What follows belongs to an exercise in optimizing a design on an open flow for small area; a production flow would make more cautious choices.
Only simulation tests tie the RTL to the original design; equivalence was not proved.
No activity file was given, so power comes from the tool's default toggle rates.

ember:
// button_scan_holdoff_debounce_core
module button_scan_holdoff_debounce_core #(
  parameter int NUM_BUTTONS = 16
) (
  input  wire logic                         clk,
  input  wire logic                         rst_n,
  input  wire logic                         cfg_we,
  input  wire logic [bshd_pkg::HOLD_W-1:0]  cfg_wdata,
  input  wire logic                         in_tvalid,
  output logic                              in_tready,
  input  wire logic [bshd_pkg::TDATA_W-1:0] in_tdata,
  input  wire logic                         in_tuser,
  output logic                              out_tvalid,
  input  wire logic                         out_tready,
  output logic [bshd_pkg::TDATA_W-1:0]      out_tdata
);
  localparam int AW = 17;
  logic [AW-1:0]  cnt_r;
  logic [AW-1:0]  ts_r [16];
  logic [15:0]    level_r;
  logic [15:0]    hold_r;
  logic           ev_valid_r;
  logic [4:0]     ev_r;
  logic           acc, tick, samp;
  logic [3:0]     sel;
  logic [AW-1:0]  age;
  logic           fire, scrub, ts_we;
  logic [AW-1:0]  ts_wdata;
  assign in_tready = !ev_valid_r || out_tready;
  assign acc  = in_tvalid && in_tready;
  assign tick = acc && !in_tuser;
  assign samp = acc && in_tuser;
  assign sel   = in_tuser ? in_tdata[3:0] : cnt_r[3:0];
  assign age   = cnt_r - ts_r[sel];
  assign fire  = samp && (age >= {1'b0, hold_r}) && (level_r[sel] != in_tdata[4]);
  assign scrub = tick && age[AW-1];
  assign ts_we = fire || scrub;
  assign ts_wdata = rst_n ? {cnt_r[AW-1] ^ !in_tuser, cnt_r[AW-2:0]} : '0;
  always_ff @(posedge clk) begin
    if (!rst_n) begin
      cnt_r      <= '0;
      level_r    <= '0;
      hold_r     <= bshd_pkg::HOLDOFF_RESET;
      ev_valid_r <= 1'b0;
    end else begin
      if (tick) cnt_r <= cnt_r + 1'b1;
      if (fire) level_r[sel] <= in_tdata[4];
      if (cfg_we) hold_r <= cfg_wdata;
      if (fire) ev_valid_r <= 1'b1;
      else if (out_tready) ev_valid_r <= 1'b0;
    end
  end
  always_ff @(posedge clk) begin
  ...
==> flow/config.mk <==
export PLATFORM = sky130hd
export DESIGN_NAME = button_scan_holdoff_debounce_core
export DESIGN_NICKNAME = button_scan_holdoff_debounce_core
export VERILOG_FILES = /design/flow/design.v
export SDC_FILE = /design/flow/constraint.sdc
export NUM_CORES = 4
export LEC_CHECK = 0
export CAP_MARGIN = 0
export CORE_MARGIN = 2
export CORE_UTILIZATION = 65
export SLEW_MARGIN = 0
==> flow/constraint.sdc <==
create_clock -name core_clock -period 12.0 [get_ports {clk}]
set_input_delay 2.4000 -clock core_clock [delete_from_list [all_inputs] [get_ports {clk}]]
set_output_delay 2.4000 -clock core_clock [all_outputs]
set_load 0.01 [all_outputs]
standard.sh (not shown) runs the stock make flow with config.mk's settings and CLKGATE_MAP_FILE= SYNTH_SCRIPT=/design/flow/synth_recipe.tcl, a recipe that flattens the netlist after the stock synthesis.
==> flow/flow/run.sh <==
#!/bin/bash
# Standard ORFS layout, with two changes passed to its scripts:
#  - ports are buffered with the smallest buffer (buf_1) instead of the default choice;
#  - clock tree synthesis inserts no dummy loads and uses clkbuf_16 clusters.
set -euo pipefail
export BUFFER_PORTS_ARGS="-buffer_cell sky130_fd_sc_hd__buf_1"
export CTS_ARGS="-sink_clustering_enable -repair_clock_nets -dont_use_dummy_load -buf_list sky130_fd_sc_hd__clkbuf_16 -sink_clustering_size 35 -sink_clustering_max_diameter 80"
bash standard.sh > standard_flow.log 2>&1
Input changes introduced in fjord (baseline for comparison: ember):
Settings: a change of SLEW_MARGIN from 0 to 20; a change of CAP_MARGIN from 0 to 20.
==> flow/run.sh (new file) <==
#!/bin/bash
# synth_recipe.tcl (not shown) runs the flow's synth.tcl, then flattens the netlist and writes it again
# the make line also repeats each setting of config.mk as NAME=value (left out here)
make -C /OpenROAD-flow-scripts/flow DESIGN_CONFIG=/design/flow/config.mk WORK_HOME=/design/flow/orfs CLKGATE_MAP_FILE= SYNTH_SCRIPT=/design/flow/synth_recipe.tcl finish
removed: flow/flow/run.sh
removed: flow/standard.sh
Notes after the runs:
[fjord vs ember] part of the total power dissipated in the clock network: higher in fjord
The number of inserted diodes of fjord is higher than that of ember.
fjord — final cell count without fillers 4.2% higher, ember as reference
From ember to fjord the numbers moved as follows: sequential share of layout area went down 3.7 points, met3 usage in global routing went up 0.79 points, worst setup slack went down 0.015 ns.
fjord vs. ember: data arrival at the endpoint of the critical path increased by 0.03 ns relative to the old numbers, hold slack decreased by 0.0032 ns relative to the old numbers.
In fjord, the leakage power came out about 9% above the value in ember.
Cmp fjord vs ember: utilization higher in fjord
Clock buffer and inverter area fraction after layout (fjord over ember): increase, 4.2 points
## Diff of input files: lagoon against fjord
Settings: CTS_CLUSTER_SIZE newly set to 20; CTS_BUF_LIST newly set to sky130_fd_sc_hd__clkbuf_8; CTS_CLUSTER_DIAMETER newly set to 60; SLEW_MARGIN changed from 20 to 0; CAP_MARGIN changed from 20 to 0.
## What came out
- lagoon: done, clean on timing, DRC and antenna
- Having completed the whole flow, fjord delivered a layout that passed the timing, design-rule and antenna checks.
- fjord → lagoon: fraction of standard cell area in multi-input logic went up 1.1 points; clock latency on the worst-skew pair went up 0.08 ns; fmax went up 0.54 MHz; total buffers and inverters traversed by the critical path went up 1; final RePlAce weighted congestion held.
- Lower final cycle utilization of the critical path was reported by lagoon, not fjord.
- [diff] power, lagoon relative to fjord: improvement
- The global-route usage number comes out lower for lagoon vs fjord.
- lagoon gives less proportion of power drawn by the clock network than fjord did.
- On portion of total power attributed to combinational logic, the higher figure sits with lagoon, not fjord.
- Summary: with fjord as the reference, clock tree buffer count of the final layout in lagoon moved down by more than a quarter.
Here is what was changed in the inputs of violet compared with lagoon.
Settings: swapping 65 for 40 in CORE_UTILIZATION; clearing CTS_BUF_LIST, which used to be sky130_fd_sc_hd__clkbuf_8; swapping 0 for 20 in SLEW_MARGIN; clearing CTS_CLUSTER_SIZE, which used to be 20; swapping 0 for 20 in CAP_MARGIN; clearing CTS_CLUSTER_DIAMETER, which used to be 60.
Going from lagoon to violet, non-clock buffer instance count of the final layout grew slightly.
Setup slack: violet less than lagoon
Cmp violet vs lagoon: combinational power share lower in violet
#### Input delta (willow over violet)
Settings: swapping 40 for 65 in CORE_UTILIZATION; swapping 20 for 0 in CAP_MARGIN; putting CTS_CLUSTER_DIAMETER at 40 where nothing was set; putting CTS_BUF_LIST at sky130_fd_sc_hd__clkbuf_4 where nothing was set; putting CTS_CLUSTER_SIZE at 10 where nothing was set; swapping 20 for 0 in SLEW_MARGIN.
Results
- Compare violet and willow | post-synthesis to final-layout area growth lower: willow
- Changes observed in willow relative to violet: final instance count without filler cells -12%, area of the die went down about 40%, design area shrank by 990 sq um, post-route met1 wirelength now sits lower.
- Clock transition time at the flip-flop clock pins of the worst setup and hold paths is higher on willow
- Comparing violet and willow, the lower internal power was measured on willow.
- willow vs violet: instance count on the critical path up in willow
- willow ends up with a die extent in y that is 40 um lower than in violet.
- The final cycle utilization of the critical path of willow falls short of that of violet by 2.4 points.

[separate check: timing with driven ports]
The results above use ideal ports. As a check the final layouts listed here were re-extracted and re-timed, cells and wires unchanged. Step 1, drivers: a clkbuf_16 drives clk and a buf_2 each remaining input, both assumed. Step 2 adds t to the input delays and takes it off the output delays; t is the mean of the earliest and latest rising clock arrival at the registers after step 1. Input paths then give back, and output paths get back, about the clock's delay inside the block. Slacks: ideal ports / drivers / drivers and shift; pairs: ideal ports / drivers.
| run | t, ns | setup slack, ns | hold slack, ns |
|---|---|---|---|
| ember | 0.544 | 1.859 / 1.888 / 1.344 | 0.463 / 0.463 / 0.463 |
| fjord | 0.563 | 1.844 / 1.857 / 1.294 | 0.460 / 0.460 / 0.460 |
| lagoon | 0.630 | 1.899 / 1.913 / 1.283 | 0.467 / 0.467 / 0.467 |
| violet | 0.577 | 1.681 / 1.708 / 1.131 | 0.457 / 0.457 / 0.457 |
| willow | 0.724 | 1.972 / 1.986 / 1.263 | 0.466 / 0.466 / 0.466 |
After both steps setup and hold are still met in every run listed. The setup slack of willow, which loses most, moves by +0.014 ns with the drivers and by -0.709 ns with both steps.
